Context: an optimization exercise on an open-source flow, tuned for small area, a short achievable clock period and few clock cycles. The choices shown serve that exercise and are no tape-out recipe. Where RTL was checked, it was by simulation tests only, not by an equivalence proof against the original. Only the layout flow was run in runs 1 to 3 and 6; the RTL was not checked for function there. No activity file was given, so power comes from the tool's default toggle rates.

`design/flow/design.v`:
```
module instr_decoder (
    input  logic [16-1:0] instruction,
    output logic [3:0]              cls
);
    localparam logic [3:0] C_NOP = 4'd0, C_ADD = 4'd1, C_ADC = 4'd2, C_SUB = 4'd3,
                           C_AND = 4'd4, C_EOR = 4'd5, C_OR  = 4'd6, C_MOV = 4'd7,
                           C_LDI = 4'd8, C_NEG = 4'd9, C_LD  = 4'd10, C_ST = 4'd11;
    always_comb begin
        casez (instruction)
            16'b0000_11??_????_????: cls = C_ADD;
            16'b0001_11??_????_????: cls = C_ADC;
            16'b0001_10??_????_????: cls = C_SUB;
            16'b0010_00??_????_????: cls = C_AND;
            16'b0010_01??_????_????: cls = C_EOR;
            16'b0010_10??_????_????: cls = C_OR;
            16'b0010_11??_????_????: cls = C_MOV;
            16'b1110_????_????_????: cls = C_LDI;
            16'b1001_010?_????_0001: cls = C_NEG;
            16'b1000_000?_????_0000: cls = C_LD;
            16'b1000_001?_????_0000: cls = C_ST;
            default:                 cls = C_NOP;
        endcase
    end
endmodule
module register_file (
    input  logic                       clk,
    input  logic                       clear,
    input  logic [5-1:0] a_addr,
    input  logic [5-1:0] b_addr,
    output logic [8-1:0]     a_data,
    output logic [8-1:0]     b_data,
    output logic [8-1:0]     zl_data,
    output logic [8-1:0]     zh_data,
    input  logic                       wr_en,      
    input  logic [5-1:0] wr_addr,
    input  logic [8-1:0]     wr_data,
    input  logic                       zl_wr,
    input  logic                       zh_wr,
    input  logic [8-1:0]     z_data
);
    logic [2**5-1:0][8-1:0] regs;
    logic [8-1:0] wd, zd;
    assign wd = wr_data & {8{~clear}};
    assign zd = z_data & {8{~clear}};
    always_ff @(posedge clk) begin
        for (int i = 0; i < 30; i++)
            if (clear || (wr_en && wr_addr == i[5-1:0]))
                regs[i] <= wd;
        if (clear || zl_wr)
            regs[30] <= zd;
        if (clear || zh_wr)
            regs[31] <= zd;
    end
    assign a_data  = regs[a_addr];
    assign b_data  = regs[b_addr];
    assign zl_data = regs[30];
    assign zh_data = regs[31];
endmodule
module alu (
    input  logic                   sel_sum,
    input  logic                   sel_and,
    input  logic                   sel_xor,
    input  logic                   sel_or,
    input  logic [8-1:0] x,
    input  logic [8-1:0] y,
    input  logic                   cin,
    output logic [8-1:0] result,
    output logic                   cout
);
    logic [8:0] sum;
    assign sum  = {1'b0, x} + {1'b0, y} + {{8{1'b0}}, cin};
    assign cout = sum[8];
    assign result = ({8{sel_sum}} & sum[8-1:0])
                  | ({8{sel_and}} & (x & y))
                  | ({8{sel_xor}} & (x ^ y))
                  | ({8{sel_or}}  & (x | y));
endmodule
module avr_core (
    input  logic                    clk,
    input  logic                    reset,
    output logic [10-1:0]    program_counter,
    input  logic [16-1:0] instruction,
    output logic [16-1:0]  bus_addr,
    output logic [8-1:0]  bus_wdata,
    input  logic [8-1:0]  bus_rdata,
    output logic                    mem_we,
    output logic                    mem_oe
);
    localparam logic [3:0] C_NOP = 4'd0, C_ADD = 4'd1, C_ADC = 4'd2, C_SUB = 4'd3,
                           C_AND = 4'd4, C_EOR = 4'd5, C_OR  = 4'd6, C_MOV = 4'd7,
                           C_LDI = 4'd8, C_NEG = 4'd9, C_LD  = 4'd10, C_ST = 4'd11;
    logic [3:0]  f_cls;
    logic [3:0]  r_cls;
    logic [11:0] r_raw;
    instr_decoder i_dec (
        .instruction (instruction),
        .cls         (f_cls)
    );
    always_ff @(posedge clk or posedge reset) begin
        if (reset) begin
            program_counter <= '0;
            r_cls           <= C_NOP;
        end else begin
            program_counter <= program_counter + 1'b1;
            r_cls           <= f_cls;
        end
    end
    always_ff @(posedge clk)
        r_raw <= instruction[11:0];
    logic [4:0] a_addr, b_addr;
    logic [7:0] a_data, b_data, zl, zh;
    logic [7:0] a_val, b_val;
    logic [7:0] e_result;
    logic       e_wr, e_ld, e_st, e_cupd;
    logic [4:0] e_rd;
    logic [7:0] e_x, e_y;
    logic       e_sel_sum, e_sel_and, e_sel_xor, e_sel_or;
    logic       e_cin1, e_cinc, e_cinv;
    logic       carry;
    logic       w_wr;
    logic [4:0] w_rd;
    logic [7:0] w_data;
    logic       e_wz;
    assign a_addr = r_raw[8:4];
    assign b_addr = {r_raw[9], r_raw[3:0]};
    register_file i_regs (
        .clk     (clk),
        .clear   (reset),
        .a_addr  (a_addr),
        .b_addr  (b_addr),
        .a_data  (a_data),
        .b_data  (b_data),
        .zl_data (zl),
        .zh_data (zh),
        .wr_en   (w_wr),
        .wr_addr (w_rd),
        .wr_data (w_data),
        .zl_wr   (e_wr && e_rd == 30),
        .zh_wr   (e_wr && e_rd == 31),
        .z_data  (e_result)
    );
    always_comb begin
        if (e_wr && e_rd == a_addr)      a_val = e_result;
        else if (w_wr && w_rd == a_addr) a_val = w_data;
        else                             a_val = a_data;
        if (e_wr && e_rd == b_addr)      b_val = e_result;
        else if (w_wr && w_rd == b_addr) b_val = w_data;
        else                             b_val = b_data;
    end
    logic r_sum_ops, r_zero_x;
    assign r_sum_ops = (r_cls == C_ADD) || (r_cls == C_ADC) || (r_cls == C_SUB) || (r_cls == C_NEG);
    assign r_zero_x  = (r_cls == C_NEG) || (r_cls == C_MOV) || (r_cls == C_LDI);
    always_ff @(posedge clk or posedge reset) begin
        if (reset) begin
            e_wr   <= 1'b0;
            e_ld   <= 1'b0;
            e_st   <= 1'b0;
            e_cupd <= 1'b0;
        end else begin
            e_wr   <= (r_cls != C_NOP) && (r_cls != C_ST);
            e_ld   <= (r_cls == C_LD);
            e_st   <= (r_cls == C_ST);
            e_cupd <= r_sum_ops;
        end
    end
    always_ff @(posedge clk) begin
        e_rd   <= (r_cls == C_LDI) ? {1'b1, r_raw[7:4]} : r_raw[8:4];
        e_wz   <= (r_cls == C_LDI) ? (r_raw[7:5] == 3'b111) : (r_raw[8:5] == 4'b1111);
        e_x    <= r_zero_x ? 8'h00 : a_val;
        case (r_cls)
            C_LDI:   e_y <= {r_raw[11:8], r_raw[3:0]};
            C_SUB:   e_y <= ~b_val;
            C_NEG:   e_y <= ~a_val;
            default: e_y <= b_val;
        endcase
        e_sel_sum <= r_sum_ops;
        e_sel_and <= (r_cls == C_AND);
        e_sel_xor <= (r_cls == C_EOR);
        e_sel_or  <= (r_cls == C_OR) || (r_cls == C_MOV) || (r_cls == C_LDI);
        e_cin1    <= (r_cls == C_SUB) || (r_cls == C_NEG);
        e_cinc    <= (r_cls == C_ADC);
        e_cinv    <= (r_cls == C_SUB) || (r_cls == C_NEG);
    end
    logic [7:0] alu_result;
    logic       alu_cout;
    logic       zh_zero, zl_ok, zwin;
    alu i_alu (
        .sel_sum (e_sel_sum),
        .sel_and (e_sel_and),
        .sel_xor (e_sel_xor),
        .sel_or  (e_sel_or),
        .x       (e_x),
        .y       (e_y),
        .cin     (e_cin1 | (e_cinc & carry)),
        .result  (alu_result),
        .cout    (alu_cout)
    );
    always_ff @(posedge clk or posedge reset) begin
        if (reset) begin
            zh_zero <= 1'b1;
            zl_ok   <= 1'b0;
        end else begin
            if (e_wr && e_rd == 31)
                zh_zero <= (e_result == 8'h00);
            if (e_wr && e_rd == 30)
                zl_ok <= e_result[7] ^ e_result[6];
        end
    end
    assign zwin = zh_zero & zl_ok;
    assign e_result = e_ld ? (bus_rdata & {8{zwin}}) : alu_result;
    always_ff @(posedge clk or posedge reset) begin
        if (reset)
            carry <= 1'b0;
        else if (e_cupd)
            carry <= alu_cout ^ e_cinv;
    end
    assign bus_addr  = {zh, zl};
    assign bus_wdata = e_x;
    assign mem_we    = e_st & zwin;
    assign mem_oe    = e_ld & zwin;
    always_ff @(posedge clk or posedge reset) begin
        if (reset)
            w_wr <= 1'b0;
        else
            w_wr <= e_wr && !e_wz;
    end
    always_ff @(posedge clk) begin
        w_rd   <= e_rd;
        w_data <= e_result;
    end
endmodule
```
`design/flow/run.sh`:
```
#!/bin/bash
# synth_recipe.tcl (not shown) runs the flow's synth.tcl, then flattens the netlist and writes it again
# the make line also repeats each setting of config.mk as NAME=value (left out here)
make -C /OpenROAD-flow-scripts/flow DESIGN_CONFIG=/design/flow/config.mk WORK_HOME=/design/flow/orfs CLKGATE_MAP_FILE= SYNTH_SCRIPT=/design/flow/synth_recipe.tcl finish
```
`design/flow/config.mk`:
```
export PLATFORM = sky130hd
export DESIGN_NAME = avr_core
export DESIGN_NICKNAME = avr_core
export VERILOG_FILES = /design/flow/design.v
export SDC_FILE = /design/flow/constraint.sdc
export NUM_CORES = 4
export LEC_CHECK = 0
export CAP_MARGIN = 20
export CORE_MARGIN = 2
export CORE_UTILIZATION = 40
export SETUP_SLACK_MARGIN = 2.5
export SLEW_MARGIN = 20
```
`design/flow/constraint.sdc`:
```
create_clock -name core_clock -period 5.0 [get_ports {clk}]
set_input_delay 1.0000 -clock core_clock [delete_from_list [all_inputs] [get_ports {clk}]]
set_output_delay 1.0000 -clock core_clock [all_outputs]
set_load 0.01 [all_outputs]
```
==> flow_metrics.py, run 1 <==
metrics = {
    "floorplan": {
        "start_util_pct": 40.3,
        "die_w_um": 206,
        "core.rowCount": 74,
        "core-area_mm2": 0.0406,
        "ios": 62,
        "die_height_um": 206,
        "dieArea_mm2": 0.0425,
    },
    "global_route": {
        "antenna_found_initial": 1,
        "gr-total-overflow": 0,
        "grt_pass1_wl_um": 71200,
        "grt_max_degree": 35,
        "grt_pass1_vias": 10278,
        "gr-usage-all-layers_pct": 23.1,
    },
    "job": {
        "drv_cap": 0,
    },
    "synth": {
        "synth_seq_area_share_pct": 56.9,
        "yosysUniqueCellTypes": 74,
        "yosys.area.top_type": "edfxtp_1",
        "synth-seq-cells": 331,
        "synthTopCellsByArea": "edfxtp_1 (47%), mux4_2 (18%), dfxtp_1 (6.5%), mux2i_1 (3.3%), dfrtp_1 (3.2%)",
        "netlist_area_mm2": 0.0163,
        "synth_edf_count": 256,
        "synth_cells": 1054,
        "dominantRegCellSynth": "edfxtp_1",
        "avgSynthCellArea_um2": 15.5,
        "synthTopCellsByCount": "edfxtp_1 (256), mux4_2 (130), nand2_1 (68), mux2i_1 (54), dfxtp_1 (53)",
        "yosysTopAreaCellShare_pct": 47.1,
        "syn_nets": 1100,
        "ys_warn_count": 3,
        "synth.most_common_cell": "edfxtp_1",
        "async_flop_share_pct": 6.65,
    },
    "critical_path": {
        "cp_cell_sequence": "buf_12 > mux4_1 > mux4_2 > mux2_4 > mux2i_1 > mux2i_1 > mux2i_1 > a221o_1",
        "path_class": "reg2reg",
        "cp.arrival_ns": 3.24,
        "cp_slowest_stage_delay_ns": 0.63,
        "crit_buf_inv": 1,
        "end_kind": "flip-flop",
        "crit_fanout": 6,
        "cp_top_family": "multiplexers",
        "start_kind": "flip-flop",
        "slowest_stage": "mux4_1",
        "cp_data_required_time_ns": 5.41,
        "path_common_cell": "mux2i_1",
    },
    "sta": {
        "hold_viol_final": 0,
        "tns_ns": 0,
        "slew_viol_final": 0,
        "fin_crit_sh_pct": 56.6,
        "rsz0062_at_grt": "yes",
        "slew_headroom_pct": 39.8,
        "clock-skew-final_ns": 0.0207,
        "worst_slew_pin_slew_ns": 0.903,
        "max_freq_mhz": 353,
        "setup_viol": 0,
        "timing.final.ws_setup_ns": 2.17,
        "fin_crit_ns": 2.83,
    },
    "finish": {
        "nNetsFinal": 1203,
        "drive_gt1_share_pct": 33.1,
        "area_delta_synth_final_pct": 21.4,
        "fillers": 3400,
    },
    "cts": {
        "clock_latency_ns": 0.53,
        "cts_max_path_buffers": 3,
        "clock_sinks": 331,
        "cts_tree": "yes",
        "cts_made_buffers": 37,
        "cts.clk_slew.worst_paths_ns": 0.06,
        "htree_levels": 2,
        "cts_root_buffer": "clkbuf_16",
    },
    "routing": {
        "drt-pass1-iter-count": 6,
        "drc": 0,
        "routedWlPerCell_um": 28.3,
        "drtIter0Drc": 1361,
        "wl_um": 48500,
        "ant_nets": 0,
        "vias": 10408,
        "viasPerCell": 6.06,
    },
    "pwr": {
        "leakagePower_nw": 7.44,
        "p_per_area_mw_per_mm2": 371,
        "vdd_drop_max_mv": 0.193,
        "p_total_mw": 7.37,
    },
    "worst_hold_path": {
        "hold_class": "reg2reg",
    },
    "run_status": {
        "status": "no timing/DRC/antenna violations",
    },
    "placed_design": {
        "place_hpwl_um": 30800,
        "portBuffers": 61,
        "dp_slack_ns": 1.47,
        "gp_congestion": 0.920,
    },
}
==> path summary, 6_finish.rpt <==
kind                                   from                   to  slack, ns  depth (start not counted)
max                        r_raw[0]$_DFF_P_       e_y[6]$_DFF_P_       2.17                          8
min                            e_wz$_DFF_P_       w_wr$_DFF_PP0_       0.38                          1
max reg2reg                r_raw[0]$_DFF_P_       e_y[6]$_DFF_P_       2.17                          8
min reg2reg                    e_wz$_DFF_P_       w_wr$_DFF_PP0_       0.38                          1
max in group asynchronous             reset  zh_zero$_DFFE_PP1P_       3.61                          3
min in group asynchronous             reset    zl_ok$_DFFE_PP0P_       1.11                          3
==> power by group <==
part           switching, mW  total, mW  internal (mW)
Combinational          0.628       1.21          0.586
Sequential             0.181       3.41           3.23
Clock                   1.09       2.74           1.65
==> cells by family after synthesis <==
family                     Yosys count  synth area share, %
DFF                                331                 56.9
and+or+nand+nor                    225                 6.76
muxes                              202                 23.8
AOI/OAI and AO/OA                  123                 5.12
buffers and inverters              122                 4.12
xor gates and xnor gates            31                 1.66
adders and majority gates           20                 1.62
==> layer usage <==
layer / vias to the layer above / global-route usage, % / routed length (um)
li1: 4370 / - / -
met5: - / 0 / 0
met3: 118 / 4.70 / 3920
met2: 518 / 36.7 / 22900
met4: 0 / 8.62 / 1990
met1: 5402 / 31.5 / 19700
==> sequential cells by signal, summed over array words and instances (netlist names), 5 cells and up <==
| register | flops |
|---|---|
| i_regs.regs | 256 |
| r_raw | 12 |
| program_counter | 10 |
| e_x | 8 |
| e_y | 8 |
| w_data | 8 |
| e_rd | 5 |
| w_rd | 5 |
==> cell usage in the layout, fill, tap and decap left out, types with 9 or more instances in the layout <==
master / synthesis / final
a21oi_1: 33 / 23
buf_12: 1 / 19
buf_4: 24 / 53
clkbuf_16: 0 / 40
clkdlybuf4s50_1: 0 / 30
dfrtp_1: 21 / 19
dfxtp_1: 53 / 43
dlygate4sd2_1: 0 / 16
dlymetal6s2s_1: 0 / 12
edfxtp_1: 256 / 256
ha_1: 18 / 17
inv_1: 36 / 32
mux2i_1: 54 / 31
mux2i_2: 0 / 10
mux2i_4: 0 / 13
mux4_2: 130 / 137
nand2_1: 68 / 66
nand2b_1: 12 / 12
nand3_1: 23 / 20
nor2_1: 46 / 42
nor3_1: 15 / 13
o21ai_0: 28 / 11
o21ai_1: 0 / 9
xnor2_1: 12 / 12
xor2_1: 19 / 19
==> stage by stage <==
stage                     hold slack [ns]  area [um^2]  utilization [%]  instances
after detailed placement            0.373        17300             42.7       1583
final                               0.382        19800             48.9       1717
after CTS                           0.381        19300             47.5       1691
after floorplan                     0.326        16400                -       1054
after global placement              0.365        17300             42.7       1583
after global routing                0.417        19800             48.9       1716
==> worst reg2reg max path, delay by kind of cell (launching register included) <==
| kind | cells | cell delay (ns) |
|---|---|---|
| DFF | 1 | 0.44 |
| buffers and inverters | 1 | 0.16 |
| AOI/OAI and AO/OA | 1 | 0.27 |
| muxes | 6 | 1.84 |
==> cell type report <==
type	count	area, um^2	share of cell area (%)
multi-input combinational	601	6800	34.3
antenna	1	2.50	0.0126
tap	532	666	3.36
clock inverter	17	193	0.971
timing repair buffer	149	1690	8.50
inverter	37	144	0.725
sequential	331	9330	47.0
clock buffer	49	1020	5.15
==> repair_timing <==
action / 4_1_cts / 5_1_grt
buffers inserted: 40 / 22
resized for setup: 96 / 83
setup endpoints to repair: 292 / 143
hold buffers: 0 / 0
gates cloned: 2 / 2
pin swaps: 9 / 20
==> run 2: changes to the inputs <==
--- a/design/flow/config.mk
+++ b/design/flow/config.mk
@@ -9,4 +9,4 @@
 export CORE_MARGIN = 2
 export CORE_UTILIZATION = 40
-export SETUP_SLACK_MARGIN = 2.5
+export SETUP_SLACK_MARGIN = 3.0
 export SLEW_MARGIN = 20
==> run 2 against run 1 <==
Net effect: sequential cell count stayed put; total power is 2.3% higher; sequential share of layout area is 1.7 points lower; synthesized cell count stayed put; first-iteration DRC count is 20% lower; clock skew is 0.0016 ns lower; still clean on timing, DRC and antenna; register-to-register slack hardly changed; combinational power is 9.9% higher; critical endpoint unchanged.
==> flow_metrics.py, run 2 <==
metrics = {
    "finish": {
        "top_register": "i_regs.regs",
        "fillers": 3303,
        "stdcell_area_mm2": 0.0206,
        "largest_reg_flops": 256,
        "area_delta_synth_final_pct": 26.0,
        "layout_common_cells": "edfxtp_1 (256), mux4_2 (135), buf_4 (79)",
        "fin_cells": 1761,
        "largestRegisters": "i_regs.regs x256, r_raw x12, program_counter x10",
        "final_common_cell": "edfxtp_1",
        "drive_gt1_share_pct": 40.6,
        "antennaDiodeCount": 0,
        "nNetsFinal": 1247,
    },
    "pwr": {
        "power_frac_clock_pct": 37.3,
        "p_per_area_mw_per_mm2": 366,
        "vdd_drop_max_mv": 0.256,
        "leakagePower_nw": 7.66,
        "p_sw_share_pct": 25.7,
        "power.switching_mw": 1.94,
        "pwr-share-seq_pct": 45.1,
        "intPower_mw": 5.59,
        "p_comb_share_pct": 17.6,
    },
    "global_route": {
        "grt_pass1_wl_um": 71000,
        "antenna_found_initial": 2,
        "grt_max_degree": 45,
        "gr-usage-all-layers_pct": 23.3,
        "grt_pass1_vias": 10471,
        "gr-total-overflow": 0,
    },
    "sta": {
        "setup_viol": 0,
        "rsz0062_at_grt": "yes",
        "slew_headroom_pct": 39.2,
        "clock-skew-final_ns": 0.0190,
        "slew_viol_final": 0,
        "hold_viol_final": 0,
        "worst_slew_pin_slew_ns": 0.912,
        "max_freq_mhz": 353,
        "fin_crit_ns": 2.84,
        "tns_ns": 0,
        "fin_crit_sh_pct": 56.7,
    },
    "critical_path": {
        "start_kind": "flip-flop",
        "crit_path_start": "r_raw[1]$_DFF_P_",
        "end_kind": "flip-flop",
        "cp_data_required_time_ns": 5.41,
        "cp.arrival_ns": 3.24,
        "path_class": "reg2reg",
        "r2r_start": "r_raw[1]$_DFF_P_",
        "crit_fanout": 44,
    },
    "floorplan": {
        "start_util_pct": 40.3,
        "die_w_um": 206,
        "core.rowCount": 74,
        "core-area_mm2": 0.0406,
        "dieArea_mm2": 0.0425,
        "die_height_um": 206,
        "ios": 62,
    },
    "cts": {
        "htree_levels": 2,
        "cts_root_buffer": "clkbuf_16",
        "clock_latency_ns": 0.52,
        "cts_made_buffers": 38,
        "cts_max_path_buffers": 3,
        "clock_sinks": 331,
        "cts_tree": "yes",
        "cts.clk_slew.worst_paths_ns": 0.06,
    },
    "synth": {
        "yosysUniqueCellTypes": 74,
        "ys_warn_count": 3,
        "synth_seq_area_share_pct": 56.9,
        "yosysTopAreaCellShare_pct": 47.1,
        "avgSynthCellArea_um2": 15.5,
        "synth-seq-cells": 331,
        "synthTopCellsByCount": "edfxtp_1 (256), mux4_2 (130), nand2_1 (68), mux2i_1 (54), dfxtp_1 (53)",
        "netlist_area_mm2": 0.0163,
        "yosys.area.top_type": "edfxtp_1",
        "async_flop_share_pct": 6.65,
        "synth.most_common_cell": "edfxtp_1",
        "synth_edf_count": 256,
        "dominantRegCellSynth": "edfxtp_1",
        "syn_nets": 1100,
        "synthTopCellsByArea": "edfxtp_1 (47%), mux4_2 (18%), dfxtp_1 (6.5%), mux2i_1 (3.3%), dfrtp_1 (3.2%)",
        "synth_cells": 1054,
    },
    "placed_design": {
        "portBuffers": 61,
        "place_hpwl_um": 30900,
        "dp.cells": 1588,
        "gp_congestion": 0.878,
        "dpl-instance-area_mm2": 0.0174,
    },
    "routing": {
        "viasPerCell": 6.06,
        "drtIter0Drc": 1086,
        "drt-pass1-iter-count": 6,
        "ant_nets": 0,
        "routedWlPerCell_um": 28.2,
        "wl_um": 49700,
        "drc": 0,
        "vias": 10667,
    },
    "run_status": {
        "status": "no timing/DRC/antenna violations",
    },
    "worst_hold_path": {
        "hp-start": "e_wz$_DFF_P_",
        "hold_class": "reg2reg",
    },
    "job": {
        "drv_cap": 0,
    },
}
[run 2: cell counts after synthesis]
Identical to the previous run, type by type.
[run 2: power groups by stage]
stage / Combinational, mW / Sequential [mW] / Clock, mW
finish: 1.33 / 3.40 / 2.81
CTS: 1.20 / 3.39 / 2.83
global placement: 0.989 / 3.48 / 0
global route: 1.41 / 3.42 / 2.95
detailed placement: 1.00 / 3.48 / 0
floorplan: 0.743 / 3.37 / 0
[run 2: kinds of logic after synthesis]
group                    synth area share [%]
multiplexers                             23.8
AND/OR/NAND/NOR                          6.76
AO/OA/AOI/OAI                            5.12
adder cells (fa/ha/maj)                  1.62
buffers and inverters                    4.12
XOR/XNOR                                 1.66
flip-flops                               56.9
[run 2: critical path, cell delays in order (launching register included)]
cell	delay [ns]
dfxtp_4	0.49
buf_12	0.30
mux4_1	0.37
mux4_2	0.52
mux2_4	0.28
mux2i_1	0.20
mux2i_2	0.11
mux2i_1	0.14
a221o_1	0.28
[run 2: final cells by class]
cell class              count  area, um^2  share of cell area, %
clock inverters            13         151                  0.735
multi-input cells         604        7100                   34.5
well taps                 532         666                   3.23
flip-flops and latches    331        9340                   45.4
repair buffers            188        2050                   9.96
inverters                  37         158                  0.766
repair inverters            1        8.76                 0.0425
clock buffers              55        1110                   5.39
[run 2: what timing repair did]
action                                  in CTS  in global routing
setup buffers                               66                 28
pin swaps                                    3                 23
resized for setup                          284                 88
endpoints found under the setup margin     566                223
cloned                                       6                  5
hold buffers                                 0                  0
[run 2: routing by layer]
layer	wire, um	share of wire, %	vias up	global-route usage, %
met3	4530	9.1	129	5.17
met5	9	0.018	-	0
met2	23700	48	565	38.3
li1	-	-	4470	-
met1	19300	39	5501	30.4
met4	2140	4.3	2	8.57
[run 2: final timing paths]
kind / endpoint / slack, ns / depth (start not counted)
max: e_y[6]$_DFF_P_ / 2.16 / 8
min: w_wr$_DFF_PP0_ / 0.38 / 1
max reg2reg: e_y[6]$_DFF_P_ / 2.16 / 8
min reg2reg: w_wr$_DFF_PP0_ / 0.38 / 1
max in group asynchronous: zh_zero$_DFFE_PP1P_ / 3.61 / 5
min in group asynchronous: w_wr$_DFF_PP0_ / 1.09 / 5
[run 2: through the flow]
step | util (%) | total power, mW | setup slack [ns] | hold slack [ns]
final | 50.8 | 7.53 | 2.16 | 0.382
after global routing | 50.8 | 7.78 | 2.07 | 0.404
after detailed placement | 42.9 | 4.49 | 1.45 | 0.377
after floorplan | - | 4.11 | 2.34 | 0.326
after global placement | 42.9 | 4.47 | 1.51 | 0.374
after CTS | 49.2 | 7.43 | 2.15 | 0.383
==> run 3: changes to the inputs <==
--- a/design/flow/design.v
+++ b/design/flow/design.v
@@ -52,6 +52,15 @@
             regs[31] <= zd;
     end
-    assign a_data  = regs[a_addr];
-    assign b_data  = regs[b_addr];
+    logic [2**5-1:0] a_sel, b_sel;
+    always_comb begin
+        a_data = '0;
+        b_data = '0;
+        for (int i = 0; i < 2**5; i++) begin
+            a_sel[i] = (a_addr == i[5-1:0]);
+            b_sel[i] = (b_addr == i[5-1:0]);
+            a_data   = a_data | (regs[i] & {8{a_sel[i]}});
+            b_data   = b_data | (regs[i] & {8{b_sel[i]}});
+        end
+    end
     assign zl_data = regs[30];
     assign zh_data = regs[31];
--- a/design/flow/config.mk
+++ b/design/flow/config.mk
@@ -9,4 +9,4 @@
 export CORE_MARGIN = 2
 export CORE_UTILIZATION = 40
-export SETUP_SLACK_MARGIN = 3.0
+export SETUP_SLACK_MARGIN = 2.5
 export SLEW_MARGIN = 20
==> run 3 against run 2 <==
Net effect: still clean; setup slack worse by 0.22 ns; global-route usage up 14 points; sequential cell count unchanged; sequential power up 3%; critical path type unchanged.
==> flow_metrics.py, run 3 <==
metrics = {
    "global_route": {
        "gr-usage-met1_pct": 47.1,
        "antenna_found_initial": 2,
        "gr-total-overflow": 0,
        "grt_util_met3_pct": 13.1,
        "top_usage_layer": "met2",
        "grt_pass1_vias": 14928,
        "met2_usage_pct": 54.6,
        "grt_max_degree": 34,
        "grt_pass1_wl_um": 115000,
        "gr-usage-all-layers_pct": 37.7,
    },
    "sta": {
        "slew_headroom_pct": 33.5,
        "max_freq_mhz": 327,
        "hold_viol_final": 0,
        "tns_ns": 0,
        "hold-worst-slack_ns": 0.374,
        "slew_viol_final": 0,
        "timing.final.ws_setup_ns": 1.94,
        "fin_crit_sh_pct": 61.1,
        "clock-skew-final_ns": 0.0246,
        "fin_crit_ns": 3.06,
        "worst_slew_pin_slew_ns": 0.995,
        "setup_viol": 0,
        "rsz0062_at_grt": "yes",
    },
    "critical_path": {
        "slowest_stage": "a2111oi_4",
        "end_kind": "flip-flop",
        "cp_data_required_time_ns": 5.48,
        "cp_top_family": "compound AO/OA/AOI/OAI gates",
        "cp.arrival_ns": 3.53,
        "r2r_setup_slack_ns": 1.94,
        "cp_cell_sequence": "a21oi_2 > fa_2 > fa_2 > nand2b_4 > a21oi_4 > o31ai_4 > a2111oi_4 > or3_4 > ha_4 > nand3_1 > or4_1 > o21ai_1",
        "cp_slowest_stage_delay_ns": 0.41,
        "path_common_cell": "fa_2",
        "crit_buf_inv": 0,
        "start_kind": "flip-flop",
        "path_class": "reg2reg",
        "crit_fanout": 2,
    },
    "floorplan": {
        "die_height_um": 209,
        "core.rowCount": 75,
        "dieArea_mm2": 0.0436,
        "ios": 62,
        "start_util_pct": 40.2,
        "die_w_um": 209,
        "core-area_mm2": 0.0417,
    },
    "cts": {
        "cts.clk_slew.worst_paths_ns": 0.06,
        "clock_latency_ns": 0.56,
        "cts_max_path_buffers": 3,
        "cts_root_buffer": "clkbuf_16",
        "hold_buffers": 0,
        "cts_tree": "yes",
        "cts_made_buffers": 37,
        "htree_levels": 2,
        "clock_sinks": 331,
    },
    "routing": {
        "viasPerCell": 6.94,
        "routedWlPerCell_um": 36.5,
        "ant_nets": 0,
        "drtIter0Drc": 2970,
        "vias": 16022,
        "wl_um": 84200,
        "drc": 0,
        "drt-pass1-iter-count": 6,
    },
    "finish": {
        "stdcell_area_mm2": 0.0219,
        "area_delta_synth_final_pct": 30.7,
        "antennaDiodeCount": 0,
        "final_common_cell": "edfxtp_1",
        "layout_common_cells": "edfxtp_1 (256), nand3_1 (227), buf_4 (151)",
        "drive_gt1_share_pct": 27.6,
        "largestRegisters": "i_regs.regs x256, r_raw x12, program_counter x10",
        "nNetsFinal": 1788,
        "largest_reg_flops": 256,
        "top_register": "i_regs.regs",
        "fin_cells": 2308,
        "final_util_pct": 52.6,
    },
    "synth": {
        "yosysUniqueCellTypes": 80,
        "synth-seq-cells": 331,
        "synth_top_family_by_area": "simple AND/OR/NAND/NOR gates",
        "synth_simple_gate_area_share_pct": 23.6,
        "muxShareOfSynthArea_pct": 1.92,
        "avgSynthCellArea_um2": 10.8,
        "synthTopCellsByCount": "edfxtp_1 (256), nand3_1 (245), nand2_1 (78), and3_1 (69), nand4_1 (65)",
        "synth_edf_count": 256,
        "dominantRegCellSynth": "edfxtp_1",
        "async_flop_share_pct": 6.65,
        "ys_warn_count": 3,
        "synthAdderAreaFrac_pct": 1.58,
        "synth.most_common_cell": "edfxtp_1",
        "yosysTopAreaCellShare_pct": 45.8,
        "netlist_area_mm2": 0.0168,
        "synth_cells": 1549,
        "yosys.area.top_type": "edfxtp_1",
        "synth_xor_area_share_pct": 1.57,
        "syn_nets": 1595,
        "synth_compound_area_share_pct": 11.1,
        "synthTopCellsByArea": "edfxtp_1 (46%), nand3_1 (7.3%), dfxtp_1 (6.3%), dfrtp_1 (3.1%), and3_1 (2.6%)",
        "synth_seq_area_share_pct": 55.5,
    },
    "placed_design": {
        "gp_congestion": 1.05,
        "dpl-instance-area_mm2": 0.0180,
        "place_hpwl_um": 54700,
        "portBuffers": 61,
        "dp.cells": 2081,
        "dp_slack_ns": 1.38,
    },
    "pwr": {
        "p_per_area_mw_per_mm2": 344,
        "vdd_drop_max_mv": 0.192,
        "leakagePower_nw": 8.45,
        "p_total_mw": 7.53,
    },
    "job": {
        "drv_cap": 0,
    },
    "run_status": {
        "status": "no timing/DRC/antenna violations",
    },
    "worst_hold_path": {
        "hold_class": "reg2reg",
    },
}
==> run 3: layout make-up <==
class | count | area [um^2]
Clock buffer | 46 | 970
Clock inverter | 20 | 204
Fill cell | 3616 | 19800
Inverter | 40 | 153
Multi-Input combinational cell | 1046 | 7600
Sequential cell | 331 | 9350
Tap cell | 539 | 674
Timing Repair Buffer | 286 | 2960
==> run 3: cells by family (layout without fill, tap and decap cells) <==
| family | after synthesis | after routing |
|---|---|---|
| AND/OR/NAND/NOR | 715 | 718 |
| flip-flops | 331 | 331 |
| AO/OA/AOI/OAI | 249 | 249 |
| buffers and inverters | 175 | 392 |
| XOR/XNOR | 30 | 30 |
| multiplexers | 29 | 29 |
| adder cells (fa/ha/maj) | 20 | 20 |
==> run 3: worst paths after layout <==
path,from,end,cells past startpoint
min reg2reg,e_wz$_DFF_P_,w_wr$_DFF_PP0_,1
max reg2reg,carry$_DFFE_PP0P_,zh_zero$_DFFE_PP1P_,12
min in group asynchronous,reset,program_counter[0]$_DFF_PP0_,3
max,carry$_DFFE_PP0P_,zh_zero$_DFFE_PP1P_,12
max in group asynchronous,reset,zh_zero$_DFFE_PP1P_,3
min,e_wz$_DFF_P_,w_wr$_DFF_PP0_,1
==> run 3: timing repair <==
item | CTS | global route
gates resized for setup | 215 | 94
gates cloned | 9 | 3
pin swaps | 63 | 36
setup buffers | 116 | 33
endpoints found under the setup margin | 167 | 104
==> run 3: power breakdown <==
group / internal, mW / leakage [nW] / switching, mW
Sequential: 3.25 / 3.37 / 0.250
Clock: 1.55 / 0.565 / 1.18
Combinational: 0.527 / 4.52 / 0.784
==> run 3: worst reg2reg max path: stages (launching register included) <==
cell and delay [ns]:
dfrtp_1 0.37, a21oi_2 0.07, fa_2 0.37, fa_2 0.38, nand2b_4 0.17, a21oi_4 0.18, o31ai_4 0.10, a2111oi_4 0.41
or3_4 0.22, ha_4 0.11, nand3_1 0.06, or4_1 0.41, o21ai_1 0.13
==> run 3: layer usage <==
layer / part of all wire [%] / wire length (um)
met5: 0.040 / 34
met4: 9.4 / 7900
met3: 15 / 12200
met2: 41 / 34500
met1: 35 / 29500
==> run 4: changes to the inputs <==
--- a/design/flow/design.v
+++ b/design/flow/design.v
@@ -52,15 +52,6 @@
             regs[31] <= zd;
     end
-    logic [2**5-1:0] a_sel, b_sel;
-    always_comb begin
-        a_data = '0;
-        b_data = '0;
-        for (int i = 0; i < 2**5; i++) begin
-            a_sel[i] = (a_addr == i[5-1:0]);
-            b_sel[i] = (b_addr == i[5-1:0]);
-            a_data   = a_data | (regs[i] & {8{a_sel[i]}});
-            b_data   = b_data | (regs[i] & {8{b_sel[i]}});
-        end
-    end
+    assign a_data  = regs[a_addr];
+    assign b_data  = regs[b_addr];
     assign zl_data = regs[30];
     assign zh_data = regs[31];
@@ -77,11 +68,30 @@
     output logic                   cout
 );
-    logic [8:0] sum;
-    assign sum  = {1'b0, x} + {1'b0, y} + {{8{1'b0}}, cin};
-    assign cout = sum[8];
-    assign result = ({8{sel_sum}} & sum[8-1:0])
-                  | ({8{sel_and}} & (x & y))
-                  | ({8{sel_xor}} & (x ^ y))
-                  | ({8{sel_or}}  & (x | y));
+    localparam int W = 8;
+    logic [W-1:0] g, p, gg, pp, gn, pn;
+    logic [W:0]   c;
+    always_comb begin
+        g  = x & y;
+        p  = x ^ y;
+        gg = g;
+        pp = p;
+        gg[0] = g[0] | (p[0] & cin);
+        for (int d = 1; d < W; d = d * 2) begin
+            gn = gg;
+            pn = pp;
+            for (int i = d; i < W; i++) begin
+                gn[i] = gg[i] | (pp[i] & gg[i-d]);
+                pn[i] = pp[i] & pp[i-d];
+            end
+            gg = gn;
+            pp = pn;
+        end
+        c = {gg, cin};
+    end
+    assign cout = c[W];
+    assign result = ({W{sel_sum}} & (p ^ c[W-1:0]))
+                  | ({W{sel_and}} & g)
+                  | ({W{sel_xor}} & p)
+                  | ({W{sel_or}}  & (p | g));
 endmodule
 module avr_core (
==> run 4 against run 3 <==
Net effect: still clean on timing, DRC and antenna; hold slack improved by 0.0012 ns; final area shrank 7.6%; core utilization is 2.9 points lower; maximum frequency increased by 12%; critical path type unchanged; critical endpoint is now e_y[1]$_DFF_P_.
==> flow_metrics.py, run 4 <==
metrics = {
    "pwr": {
        "power_frac_clock_pct": 38.0,
        "p_comb_share_pct": 16.2,
        "leakagePower_nw": 7.60,
        "p_sw_share_pct": 25.1,
        "intPower_mw": 5.53,
        "p_per_area_mw_per_mm2": 365,
        "vdd_drop_max_mv": 0.197,
        "pwr-share-seq_pct": 45.9,
        "power.switching_mw": 1.86,
        "p_total_mw": 7.39,
    },
    "synth": {
        "syn_nets": 1181,
        "async_flop_share_pct": 6.65,
        "yosys.area.top_type": "edfxtp_1",
        "synthTopCellsByCount": "edfxtp_1 (256), mux4_2 (119), nand2_1 (70), dfxtp_1 (53), nor2_1 (48)",
        "ys_warn_count": 4,
        "synth-seq-cells": 331,
        "synth_edf_count": 256,
        "avgSynthCellArea_um2": 14.5,
        "synth_cells": 1135,
        "yosysUniqueCellTypes": 73,
        "synth_seq_area_share_pct": 56.5,
        "synth.most_common_cell": "edfxtp_1",
        "synthTopCellsByArea": "edfxtp_1 (47%), mux4_2 (16%), dfxtp_1 (6.5%), dfrtp_1 (3.2%), mux2i_1 (2.3%)",
        "netlist_area_mm2": 0.0164,
        "dominantRegCellSynth": "edfxtp_1",
        "yosysTopAreaCellShare_pct": 46.7,
    },
    "sta": {
        "setup_viol": 0,
        "fin_crit_sh_pct": 54.4,
        "max_freq_mhz": 368,
        "rsz0062_at_grt": "yes",
        "slew_headroom_pct": 39.6,
        "tns_ns": 0,
        "worst_slew_pin_slew_ns": 0.905,
        "slew_viol_final": 0,
        "fin_crit_ns": 2.72,
        "clock-skew-final_ns": 0.0230,
        "hold_viol_final": 0,
    },
    "global_route": {
        "grt_pass1_wl_um": 72800,
        "gr-total-overflow": 0,
        "grt_pass1_vias": 10622,
        "gr-usage-all-layers_pct": 23.6,
        "antenna_found_initial": 0,
        "grt_max_degree": 31,
    },
    "run_status": {
        "status": "no timing/DRC/antenna violations",
    },
    "routing": {
        "ant_nets": 0,
        "drc": 0,
        "drt-pass1-iter-count": 6,
        "viasPerCell": 6.24,
        "vias": 11334,
        "drtIter0Drc": 1653,
        "wl_um": 51500,
        "routedWlPerCell_um": 28.3,
    },
    "critical_path": {
        "r2r-end": "e_y[1]$_DFF_P_",
        "path_class": "reg2reg",
        "end_kind": "flip-flop",
        "start_kind": "flip-flop",
        "cp_data_required_time_ns": 5.41,
        "r2r_setup_slack_ns": 2.28,
        "crit_path_start": "carry$_DFFE_PP0P_",
        "crit_fanout": 3,
        "r2r_cells": 13,
        "cp.arrival_ns": 3.13,
        "r2r_start": "carry$_DFFE_PP0P_",
    },
    "cts": {
        "cts_tree": "yes",
        "cts.clk_slew.worst_paths_ns": 0.06,
        "cts_root_buffer": "clkbuf_16",
        "clock_latency_ns": 0.52,
        "clock_sinks": 331,
        "cts_made_buffers": 35,
        "cts_max_path_buffers": 3,
        "htree_levels": 2,
        "hold_buffers": 0,
    },
    "floorplan": {
        "core-area_mm2": 0.0407,
        "ios": 62,
        "die_w_um": 207,
        "dieArea_mm2": 0.0428,
        "die_height_um": 207,
        "start_util_pct": 40.4,
        "core.rowCount": 74,
    },
    "placed_design": {
        "place_hpwl_um": 32800,
        "gp_congestion": 0.897,
        "portBuffers": 61,
    },
    "finish": {
        "largest_reg_flops": 256,
        "drive_gt1_share_pct": 32.1,
        "top_register": "i_regs.regs",
        "multi_input_area_mm2": 0.00689,
        "largestRegisters": "i_regs.regs x256, r_raw x12, program_counter x10",
        "fillers": 3408,
        "nNetsFinal": 1306,
        "antennaDiodeCount": 0,
        "final_common_cell": "edfxtp_1",
        "area_delta_synth_final_pct": 23.1,
        "layout_common_cells": "edfxtp_1 (256), mux4_2 (123), buf_4 (85)",
        "seq_area_mm2": 0.00934,
    },
    "worst_hold_path": {
        "hold_class": "reg2reg",
        "hp-start": "e_wz$_DFF_P_",
        "hold_path_depth": 1,
        "whs_endpoint": "w_wr$_DFF_PP0_",
    },
    "job": {
        "drv_cap": 0,
    },
}
==> run 4: layout make-up <==
class                   count  share of cell area (%)
repair buffers            182                    9.60
inverters                  41                   0.797
clock inverters            22                    1.53
well taps                 532                    3.29
multi-input cells         669                    34.1
flip-flops and latches    331                    46.1
clock buffers              39                    4.61
==> run 4: power groups by stage <==
stage          Sequential [mW]  Combinational [mW]  Clock [mW]
5_1_grt                   3.41                1.26        2.96
2_1_floorplan             3.35               0.669           0
3_5_place_dp              3.48               0.942           0
6_report                  3.39                1.19        2.81
4_1_cts                   3.38                1.10        2.84
3_3_place_gp              3.47               0.933           0
==> run 4: metal layers <==
metal	vias to the layer above	global-route usage [%]	share of wire [%]	wire, um
li1	4720	-	-	-
met1	5797	33.1	40	20400
met2	682	38.2	47	24400
met3	135	3.69	9.2	4730
met4	0	6.81	3.8	1970
met5	-	0	0	0
==> run 4: worst max-delay path by stage <==
| stage | slack (ns) | to |
|---|---|---|
| 4_1_cts | 2.31 | e_y[1]$_DFF_P_ |
| 6_report | 2.28 | e_y[1]$_DFF_P_ |
| 3_5_place_dp | 1.85 | e_y[6]$_DFF_P_ |
| 3_3_place_gp | 1.90 | e_y[1]$_DFF_P_ |
| 2_1_floorplan | 2.36 | e_y[1]$_DFF_P_ |
| 5_1_grt | 2.18 | zh_zero$_DFFE_PP1P_ |
==> run 4: critical path, stage by stage, from the launching register on <==
cell and delay, ns:
dfrtp_1 0.38, a21oi_2 0.18, fa_2 0.25, inv_2 0.04, fa_2 0.52, nand2_2 0.05
o21ai_2 0.06, a221o_1 0.14, a22oi_2 0.06, buf_6 0.13, buf_6 0.12, mux2_4 0.26
and2_4 0.16, a211o_1 0.25
==> run 4: kinds of logic after synthesis <==
group	count (synthesis)	synth area share [%]
buf+inv	135	4.02
mux	178	20.7
simple gates	283	8.80
fa+ha+maj	20	1.61
flops	331	56.5
compound gates	158	6.74
xor+xnor	30	1.60
==> run 4: repair_timing <==
action	CTS	global route
setup buffers	50	31
pin swaps	20	30
gates cloned	2	3
resized for setup	70	83
endpoints found under the setup margin	43	142
==> run 4: metrics by stage <==
stage                     instance area (um^2)  utilization, %  hold slack, ns  setup WS [ns]  instances
after floorplan                          16500               -           0.326           2.36       1135
after global placement                   17600            43.1           0.363           1.90       1668
after detailed placement                 17600            43.1           0.367           1.85       1669
after CTS                                19600            48.2           0.376           2.31       1782
after global routing                     20200            49.7           0.386           2.18       1816
final                                    20200            49.7           0.375           2.28       1816
Testbench counts of run 4, summed over its fixed seeds: cycles 14,816.
==> run 5: changes to the inputs <==
--- a/design/flow/config.mk
+++ b/design/flow/config.mk
@@ -9,4 +9,5 @@
 export CORE_MARGIN = 2
 export CORE_UTILIZATION = 40
+export CTS_BUF_LIST = sky130_fd_sc_hd__clkbuf_4 sky130_fd_sc_hd__clkbuf_8
 export SETUP_SLACK_MARGIN = 2.5
 export SLEW_MARGIN = 20
==> run 5 against run 4 <==
Net effect: global-route usage up 0.36 points; register-to-register slack about the same; sequential cell count unchanged; first-iteration DRC count up 2.9%; total power down 7.8%; count of clock-buffer cells in the layout up 31; critical path type unchanged; largest cell class unchanged; largest power group unchanged; highest routed layer unchanged.
==> flow_metrics.py, run 5 <==
metrics = {
    "critical_path": {
        "cp_top_family": "compound AO/OA/AOI/OAI gates",
        "path_common_cell": "fa_2",
        "crit_fanout": 3,
        "cp_slowest_stage_delay_ns": 0.43,
        "start_kind": "flip-flop",
        "cp_cell_sequence": "inv_4 > fa_2 > inv_2 > fa_2 > nand2_2 > o21ai_2 > a221o_1 > a22oi_2 > buf_6 > mux2i_1 > o221ai_1 > a211o_1",
        "end_kind": "flip-flop",
        "cp.arrival_ns": 3.18,
        "path_class": "reg2reg",
        "crit_buf_inv": 3,
        "slowest_stage": "fa_2",
        "cp_data_required_time_ns": 5.48,
    },
    "placed_design": {
        "gp_congestion": 0.897,
        "portBuffers": 61,
        "dp.cells": 1669,
        "dpl-instance-area_mm2": 0.0176,
        "place_hpwl_um": 32800,
    },
    "synth": {
        "yosysUniqueCellTypes": 73,
        "ys_warn_count": 4,
        "synthTopCellsByArea": "edfxtp_1 (47%), mux4_2 (16%), dfxtp_1 (6.5%), dfrtp_1 (3.2%), mux2i_1 (2.3%)",
        "yosysTopAreaCellShare_pct": 46.7,
        "yosys.area.top_type": "edfxtp_1",
        "synth-seq-cells": 331,
        "synth.most_common_cell": "edfxtp_1",
        "synthTopCellsByCount": "edfxtp_1 (256), mux4_2 (119), nand2_1 (70), dfxtp_1 (53), nor2_1 (48)",
        "dominantRegCellSynth": "edfxtp_1",
        "netlist_area_mm2": 0.0164,
        "async_flop_share_pct": 6.65,
        "synth_edf_count": 256,
        "syn_nets": 1181,
        "synth_cells": 1135,
        "synth_seq_area_share_pct": 56.5,
        "avgSynthCellArea_um2": 14.5,
    },
    "sta": {
        "worst_slew_pin_slew_ns": 0.910,
        "rsz0062_at_grt": "yes",
        "clock-skew-final_ns": 0.0247,
        "slew_viol_final": 0,
        "slew_headroom_pct": 39.2,
        "fin_crit_ns": 2.71,
        "max_freq_mhz": 369,
        "setup_viol": 0,
        "hold_viol_final": 0,
        "fin_crit_sh_pct": 54.2,
        "tns_ns": 0,
    },
    "cts": {
        "clock_latency_ns": 0.59,
        "cts.clk_slew.worst_paths_ns": 0.06,
        "cts_max_path_buffers": 3,
        "cts_root_buffer": "clkbuf_8",
        "cts_made_buffers": 53,
        "cts_tree": "yes",
        "htree_levels": 2,
        "clock_sinks": 331,
    },
    "global_route": {
        "antenna_found_initial": 0,
        "gr-usage-all-layers_pct": 23.9,
        "grt_pass1_wl_um": 73400,
        "grt_pass1_vias": 10776,
        "grt_max_degree": 31,
        "gr-total-overflow": 0,
    },
    "finish": {
        "antennaDiodeCount": 0,
        "fin_cells": 1841,
        "layout_common_cells": "edfxtp_1 (256), mux4_2 (124), buf_4 (79)",
        "top_register": "i_regs.regs",
        "drive_gt1_share_pct": 33.8,
        "area_delta_synth_final_pct": 21.7,
        "final_common_cell": "edfxtp_1",
        "largestRegisters": "i_regs.regs x256, r_raw x12, program_counter x10",
        "largest_reg_flops": 256,
        "nNetsFinal": 1318,
        "stdcell_area_mm2": 0.0200,
    },
    "run_status": {
        "status": "no timing/DRC/antenna violations",
    },
    "routing": {
        "ant_nets": 0,
        "vias": 11268,
        "drt-pass1-iter-count": 6,
        "wl_met1_um": 20400,
        "routedWlPerCell_um": 27.7,
        "wl_um": 51100,
        "wl_met2_um": 24100,
        "route.top_layer_used": "met4",
        "viasPerCell": 6.12,
        "drtIter0Drc": 1701,
        "wl_met3_um": 4730,
        "drc": 0,
    },
    "floorplan": {
        "start_util_pct": 40.4,
        "die_w_um": 207,
        "core-area_mm2": 0.0407,
        "dieArea_mm2": 0.0428,
        "core.rowCount": 74,
        "die_height_um": 207,
        "ios": 62,
    },
    "pwr": {
        "vdd_drop_max_mv": 0.170,
        "p_per_area_mw_per_mm2": 341,
        "leakagePower_nw": 7.47,
    },
    "worst_hold_path": {
        "hold_class": "reg2reg",
    },
    "job": {
        "drv_cap": 0,
    },
}
[run 5: cell types whose count changed in the layout (fill, tap and decap cells not counted), moves of 4 or more]
cell / delta
clkbuf_8: +59
clkbuf_16: -39
dlygate4sd2_1: +28
clkdlybuf4s50_1: -17
clkbuf_4: +11
dlymetal6s2s_1: -11
bufinv_16: -7
buf_4: -6
clkinv_1: +4
clkinv_2: +4
[run 5: layout make-up]
| type | count | area (um^2) |
|---|---|---|
| clock inverter | 22 | 129 |
| multi-input combinational | 669 | 6960 |
| sequential | 331 | 9340 |
| fill | 3475 | 20700 |
| inverter | 41 | 159 |
| tap | 532 | 666 |
| timing repair buffer | 176 | 1880 |
| clock buffer | 70 | 895 |
[run 5: report_power, final]
group	switching, mW	internal (mW)	total, mW	leakage [nW]
combinational	0.630	0.554	1.18	3.56
clock	1.03	1.21	2.24	0.544
sequential	0.172	3.22	3.39	3.37
[run 5: layer usage]
metal | track usage, % | vias to the layer above
li1 | - | 4737
met1 | 33.7 | 5726
met2 | 37.8 | 693
met3 | 4.07 | 112
met4 | 7.98 | 0
met5 | 0 | -
[run 5: logic make-up (layout without fill, tap and decap cells)]
group | after synthesis | after routing | share of synthesized area, %
buf+inv | 135 | 309 | 4.02
mux | 178 | 178 | 20.7
compound gates | 158 | 158 | 6.74
simple gates | 283 | 283 | 8.80
fa+ha+maj | 20 | 20 | 1.61
flops | 331 | 331 | 56.5
xor+xnor | 30 | 30 | 1.60
[run 5: worst paths after layout]
| path | start | endpoint | slack, ns | depth (start not counted) |
|---|---|---|---|---|
| worst max-delay path | e_x[0]$_SDFF_PP0_ | e_y[1]$_DFF_P_ | 2.29 | 12 |
| worst min-delay path | e_wz$_DFF_P_ | w_wr$_DFF_PP0_ | 0.41 | 1 |
| worst max register to register | e_x[0]$_SDFF_PP0_ | e_y[1]$_DFF_P_ | 2.29 | 12 |
| worst min register to register | e_wz$_DFF_P_ | w_wr$_DFF_PP0_ | 0.41 | 1 |
| max in group asynchronous | reset | zh_zero$_DFFE_PP1P_ | 3.23 | 4 |
| min in group asynchronous | reset | zl_ok$_DFFE_PP0P_ | 1.49 | 4 |
[run 5: worst register-to-register path: cells and delay by family, from the launching register on]
family | cells | cell delay [ns]
muxes | 1 | 0.19
AOI/OAI and AO/OA | 5 | 0.88
DFF | 1 | 0.37
buffers and inverters | 3 | 0.26
adders and majority gates | 2 | 0.83
and+or+nand+nor | 1 | 0.07
[run 5: timing repair]
item | CTS | global route
cloned | 4 | 1
pin swaps | 21 | 33
endpoints found under the setup margin | 59 | 33
setup buffers | 56 | 19
hold buffers | 0 | 0
resized for setup | 113 | 72
[run 5: per-stage QoR]
step	total power, mW	util, %	worst slack [ns]	hold slack (ns)
floorplan	4.02	-	2.36	0.326
global placement	4.41	43.1	1.90	0.363
detailed placement	4.42	43.1	1.85	0.367
CTS	6.78	48.0	2.31	0.396
global route	7.07	49.1	2.19	0.416
finish	6.82	49.1	2.29	0.411
==> run 6: changes to the inputs <==
--- a/design/flow/design.v
+++ b/design/flow/design.v
@@ -62,6 +62,6 @@
     input  logic                   sel_xor,
     input  logic                   sel_or,
-    input  logic [8-1:0] x,
-    input  logic [8-1:0] y,
+    input  logic [8-1:0] p,
+    input  logic [8-1:0] g,
     input  logic                   cin,
     output logic [8-1:0] result,
@@ -69,9 +69,7 @@
 );
     localparam int W = 8;
-    logic [W-1:0] g, p, gg, pp, gn, pn;
+    logic [W-1:0] gg, pp, gn, pn;
     logic [W:0]   c;
     always_comb begin
-        g  = x & y;
-        p  = x ^ y;
         gg = g;
         pp = p;
@@ -131,9 +129,9 @@
     logic [7:0] a_val, b_val;
     logic [7:0] e_result;
-    logic       e_wr, e_ld, e_st, e_cupd;
+    logic       e_wr, e_ld, e_cupd;
     logic [4:0] e_rd;
-    logic [7:0] e_x, e_y;
+    logic [7:0] e_p, e_g;
     logic       e_sel_sum, e_sel_and, e_sel_xor, e_sel_or;
-    logic       e_cin1, e_cinc, e_cinv;
+    logic       e_cin1, e_cinc;
     logic       carry;
     logic       w_wr;
@@ -167,17 +165,27 @@
         else                             b_val = b_data;
     end
-    logic r_sum_ops, r_zero_x;
+    logic       r_sum_ops, r_zero_x, r_zero_y;
+    logic [7:0] r_x, r_y;
     assign r_sum_ops = (r_cls == C_ADD) || (r_cls == C_ADC) || (r_cls == C_SUB) || (r_cls == C_NEG);
     assign r_zero_x  = (r_cls == C_NEG) || (r_cls == C_MOV) || (r_cls == C_LDI);
+    assign r_zero_y  = (r_cls == C_ST);
+    always_comb begin
+        r_x = r_zero_x ? 8'h00 : a_val;
+        case (r_cls)
+            C_LDI:   r_y = {r_raw[11:8], r_raw[3:0]};
+            C_SUB:   r_y = ~b_val;
+            C_NEG:   r_y = ~a_val;
+            C_ST:    r_y = 8'h00;
+            default: r_y = b_val;
+        endcase
+    end
     always_ff @(posedge clk or posedge reset) begin
         if (reset) begin
             e_wr   <= 1'b0;
             e_ld   <= 1'b0;
-            e_st   <= 1'b0;
             e_cupd <= 1'b0;
         end else begin
             e_wr   <= (r_cls != C_NOP) && (r_cls != C_ST);
             e_ld   <= (r_cls == C_LD);
-            e_st   <= (r_cls == C_ST);
             e_cupd <= r_sum_ops;
         end
@@ -186,22 +194,17 @@
         e_rd   <= (r_cls == C_LDI) ? {1'b1, r_raw[7:4]} : r_raw[8:4];
         e_wz   <= (r_cls == C_LDI) ? (r_raw[7:5] == 3'b111) : (r_raw[8:5] == 4'b1111);
-        e_x    <= r_zero_x ? 8'h00 : a_val;
-        case (r_cls)
-            C_LDI:   e_y <= {r_raw[11:8], r_raw[3:0]};
-            C_SUB:   e_y <= ~b_val;
-            C_NEG:   e_y <= ~a_val;
-            default: e_y <= b_val;
-        endcase
+        e_p    <= r_x ^ r_y;
+        e_g    <= r_x & r_y;
         e_sel_sum <= r_sum_ops;
         e_sel_and <= (r_cls == C_AND);
-        e_sel_xor <= (r_cls == C_EOR);
-        e_sel_or  <= (r_cls == C_OR) || (r_cls == C_MOV) || (r_cls == C_LDI);
+        e_sel_xor <= (r_cls == C_EOR) || (r_cls == C_MOV) || (r_cls == C_LDI);
+        e_sel_or  <= (r_cls == C_OR);
         e_cin1    <= (r_cls == C_SUB) || (r_cls == C_NEG);
         e_cinc    <= (r_cls == C_ADC);
-        e_cinv    <= (r_cls == C_SUB) || (r_cls == C_NEG);
     end
     logic [7:0] alu_result;
     logic       alu_cout;
-    logic       zh_zero, zl_ok, zwin;
+    logic       zh_zero, zl_ok, zh_zero_n, zl_ok_n, zwin_n;
+    logic       oe_q, we_q;
     alu i_alu (
         .sel_sum (e_sel_sum),
@@ -209,33 +212,37 @@
         .sel_xor (e_sel_xor),
         .sel_or  (e_sel_or),
-        .x       (e_x),
-        .y       (e_y),
+        .p       (e_p),
+        .g       (e_g),
         .cin     (e_cin1 | (e_cinc & carry)),
         .result  (alu_result),
         .cout    (alu_cout)
     );
+    assign zh_zero_n = (e_wr && e_rd == 31) ? (e_result == 8'h00) : zh_zero;
+    assign zl_ok_n   = (e_wr && e_rd == 30) ? (e_result[7] ^ e_result[6]) : zl_ok;
+    assign zwin_n    = zh_zero_n & zl_ok_n;
     always_ff @(posedge clk or posedge reset) begin
         if (reset) begin
             zh_zero <= 1'b1;
             zl_ok   <= 1'b0;
+            oe_q    <= 1'b0;
+            we_q    <= 1'b0;
         end else begin
-            if (e_wr && e_rd == 31)
-                zh_zero <= (e_result == 8'h00);
-            if (e_wr && e_rd == 30)
-                zl_ok <= e_result[7] ^ e_result[6];
-        end
-    end
-    assign zwin = zh_zero & zl_ok;
-    assign e_result = e_ld ? (bus_rdata & {8{zwin}}) : alu_result;
+            zh_zero <= zh_zero_n;
+            zl_ok   <= zl_ok_n;
+            oe_q    <= (r_cls == C_LD) && zwin_n;
+            we_q    <= (r_cls == C_ST) && zwin_n;
+        end
+    end
+    assign e_result = e_ld ? (bus_rdata & {8{oe_q}}) : alu_result;
     always_ff @(posedge clk or posedge reset) begin
         if (reset)
             carry <= 1'b0;
         else if (e_cupd)
-            carry <= alu_cout ^ e_cinv;
+            carry <= alu_cout ^ e_cin1;
     end
     assign bus_addr  = {zh, zl};
-    assign bus_wdata = e_x;
-    assign mem_we    = e_st & zwin;
-    assign mem_oe    = e_ld & zwin;
+    assign bus_wdata = e_p;
+    assign mem_we    = we_q;
+    assign mem_oe    = oe_q;
     always_ff @(posedge clk or posedge reset) begin
         if (reset)
==> run 6 against run 5 <==
Net effect: cell count is 1.6% lower; die area is 1.6% lower; routed wire length hardly changed; largest cell class unchanged; synthesized area is 1.7% lower; combinational power is 7% lower; global-route usage is 0.36 points higher; core utilization is 0.33 points lower; non-clock buffer count is 32 lower; synthesized cell count stayed put; critical endpoint is now e_p[3]$_DFF_P_; final area is 2.9% lower; first-iteration DRC count is 23% lower.
==> flow_metrics.py, run 6 <==
metrics = {
    "synth": {
        "ys_warn_count": 4,
        "netlist_area_mm2": 0.0162,
        "synth_cells": 1135,
        "syn_nets": 1173,
        "synthAdderAreaFrac_pct": 0.928,
        "yosys.area.top_type": "edfxtp_1",
        "synth_xor_area_share_pct": 1.62,
        "synth_simple_gate_area_share_pct": 8.69,
        "avgSynthCellArea_um2": 14.2,
        "synth_top_family_by_area": "multiplexers",
        "synth-seq-cells": 332,
        "synth_edf_count": 256,
        "synth.most_common_cell": "edfxtp_1",
        "synth_seq_area_share_pct": 57.7,
        "synthTopCellsByArea": "edfxtp_1 (48%), mux4_2 (14%), dfxtp_1 (6.6%), mux2i_1 (4.3%), dfrtp_1 (3.4%)",
        "async_flop_share_pct": 6.93,
        "yosysTopAreaCellShare_pct": 47.5,
        "synth_compound_area_share_pct": 9.44,
        "yosysUniqueCellTypes": 73,
        "dominantRegCellSynth": "edfxtp_1",
        "muxShareOfSynthArea_pct": 18.1,
        "synthTopCellsByCount": "edfxtp_1 (256), mux4_2 (97), nand2_1 (75), mux2i_1 (70), a22oi_1 (56)",
    },
    "sta": {
        "slew_viol_final": 0,
        "slew_headroom_pct": 29.1,
        "setup_viol": 0,
        "hold_viol_final": 0,
        "worst_slew_pin_slew_ns": 1.06,
        "max_freq_mhz": 302,
        "fin_crit_ns": 3.31,
        "rsz0062_at_grt": "yes",
        "fin_crit_sh_pct": 66.3,
        "tns_ns": 0,
        "clock-skew-final_ns": 0.0335,
    },
    "cts": {
        "clock_sinks": 332,
        "cts_made_buffers": 53,
        "cts.clk_slew.worst_paths_ns": 0.06,
        "cts_max_path_buffers": 3,
        "clock_latency_ns": 0.62,
        "cts_root_buffer": "clkbuf_8",
        "htree_levels": 2,
        "cts_tree": "yes",
        "hold_buffers": 0,
    },
    "worst_hold_path": {
        "hold_class": "reg2reg",
    },
    "finish": {
        "antennaDiodeCount": 0,
        "nNetsFinal": 1282,
        "final_util_pct": 48.8,
        "top_register": "i_regs.regs",
        "area_delta_synth_final_pct": 20.2,
        "final_common_cell": "edfxtp_1",
        "layout_common_cells": "edfxtp_1 (256), mux4_2 (97), nand2_1 (73)",
        "largest_reg_flops": 256,
        "largestRegisters": "i_regs.regs x256, r_raw x12, program_counter x10",
        "drive_gt1_share_pct": 29.5,
    },
    "floorplan": {
        "start_util_pct": 40.6,
        "ios": 62,
        "core-area_mm2": 0.0398,
        "die_height_um": 205,
        "core.rowCount": 73,
        "dieArea_mm2": 0.0421,
        "die_w_um": 205,
    },
    "routing": {
        "wl_um": 51000,
        "routedWlPerCell_um": 28.2,
        "drtIter0Drc": 1307,
        "viasPerCell": 6.19,
        "drt-pass1-iter-count": 5,
        "vias": 11202,
        "ant_nets": 0,
        "drc": 0,
    },
    "global_route": {
        "gr-total-overflow": 0,
        "grt_pass1_wl_um": 74200,
        "grt_max_degree": 46,
        "antenna_found_initial": 0,
        "top_usage_layer": "met2",
        "gr-usage-all-layers_pct": 24.3,
        "grt_util_met3_pct": 5.12,
        "gr-usage-met1_pct": 34.0,
        "met2_usage_pct": 37.8,
        "grt_pass1_vias": 11230,
    },
    "job": {
        "drv_cap": 0,
    },
    "critical_path": {
        "cp.arrival_ns": 3.81,
        "end_kind": "flip-flop",
        "path_class": "reg2reg",
        "cp_data_required_time_ns": 5.50,
        "crit_fanout": 5,
        "start_kind": "flip-flop",
    },
    "pwr": {
        "power_frac_clock_pct": 35.7,
        "vdd_drop_max_mv": 0.249,
        "power.switching_mw": 1.92,
        "p_per_area_mw_per_mm2": 364,
        "intPower_mw": 5.17,
        "p_comb_share_pct": 15.5,
        "p_sw_share_pct": 27.1,
        "leakagePower_nw": 7.21,
        "pwr-share-seq_pct": 48.8,
    },
    "placed_design": {
        "place_hpwl_um": 32700,
        "portBuffers": 61,
        "gp_congestion": 0.912,
    },
    "run_status": {
        "status": "no timing/DRC/antenna violations",
    },
}
==> run 6: logic make-up (layout without fill, tap and decap cells) <==
| logic type | count (synthesis) | count (layout) |
|---|---|---|
| buffers and inverters | 107 | 258 |
| AO/OA/AOI/OAI | 210 | 210 |
| XOR/XNOR | 30 | 30 |
| flip-flops | 332 | 332 |
| adder cells (fa/ha/maj) | 12 | 12 |
| AND/OR/NAND/NOR | 273 | 273 |
| multiplexers | 171 | 171 |
==> run 6: power by group through the flow <==
| stage | Sequential [mW] | Clock, mW | Combinational (mW) |
|---|---|---|---|
| global route | 3.48 | 2.67 | 1.16 |
| CTS | 3.45 | 2.56 | 1.01 |
| floorplan | 3.40 | 0 | 0.620 |
| detailed placement | 3.52 | 0 | 0.917 |
| global placement | 3.52 | 0 | 0.909 |
| finish | 3.46 | 2.53 | 1.10 |
==> run 6: repair_timing <==
action                                  4_1_cts  5_1_grt
pin swaps                                    35       32
cloned                                        1        1
endpoints found under the setup margin      316      106
buffers inserted                             47       14
resized for setup                           102       53
==> run 6: critical path, cell delays in order (launching register included) <==
cell	delay (ns)
dfrtp_1	0.37
a21o_1	0.17
ha_2	0.17
buf_4	0.13
buf_6	0.10
o211a_4	0.25
o21a_1	0.21
o31ai_1	0.25
a21boi_2	0.55
a22oi_2	0.21
mux2i_1	0.16
a221o_1	0.31
ha_1	0.31
==> run 6: per-layer routing <==
layer | share of wire (%) | wire (um)
met5 | 0 | 0
met4 | 3.2 | 1650
met3 | 9.4 | 4780
met2 | 47 | 23800
met1 | 41 | 20800
==> run 6: layout make-up <==
type                            count  area [um^2]
Sequential cell                   332         9360
Clock inverter                     27          259
Timing Repair Buffer              144         1440
Inverter                           17         66.3
Tap cell                          525          657
Fill cell                        3488        20400
Multi-Input combinational cell    696         6770
Clock buffer                       70          882
==> run 6: per-stage QoR <==
step           power, mW  area, um^2  worst slack [ns]  hold WS (ns)  std cells
2_1_floorplan       4.02       16200              2.20         0.326       1135
6_report            7.08       19400              1.69         0.377       1811
3_5_place_dp        4.43       17200              1.38         0.368       1650
3_3_place_gp        4.42       17200              1.47         0.369       1650
4_1_cts             7.02       19100              1.75         0.376       1795
5_1_grt             7.31       19400              1.59         0.382       1811
==> run 6: final timing paths <==
path	start	to	slack (ns)	cells past startpoint
worst min register to register	e_wz$_DFF_P_	w_wr$_DFF_PP0_	0.38	1
min in group asynchronous	reset	e_ld$_DFF_PP0_	1.03	3
worst max register to register	carry$_DFFE_PP0P_	e_p[3]$_DFF_P_	1.69	12
worst max-delay path	carry$_DFFE_PP0P_	e_p[3]$_DFF_P_	1.69	12
max in group asynchronous	reset	program_counter[1]$_DFF_PP0_	3.38	4
worst min-delay path	e_wz$_DFF_P_	w_wr$_DFF_PP0_	0.38	1

what the ideal ports hide:
How much do the figures lean on ideal ports? The routed layouts below were timed once more, with nothing changed but the port constraints. Step 1: set_driving_cell puts a clkbuf_16 on clk and a buf_2 on each other input, an assumption about the parent block. Step 2 also shifts input and output timing later by t, the mid clock arrival at the registers, as if the neighbouring blocks saw the same clock. Three values: no drivers, after step 1, after step 2; two values: the first two.
| run | shift t [ns] | setup WS [ns] | worst setup path at the end | cell pins on the clock port's net |
|---|---|---|---|---|
| run 1 | 0.573 | 2.168 / 2.168 / 2.168 | register to register | 1 |
| run 2 | 0.573 | 2.164 / 2.164 / 2.164 | register to register | 1 |
| run 3 | 0.605 | 1.944 / 1.944 / 1.786 | input to register | 1 |
| run 4 | 0.564 | 2.282 / 2.282 / 2.048 | input to register | 1 |
| run 5 | 0.631 | 2.292 / 2.292 / 1.962 | input to register | 1 |
| run 6 | 0.657 | 1.685 / 1.685 / 1.685 | register to register | 1 |
After both steps every run listed still meets setup and hold. For run 5, which loses most, drivers alone change the setup slack by 0.000 ns; drivers and shift together by -0.330 ns.
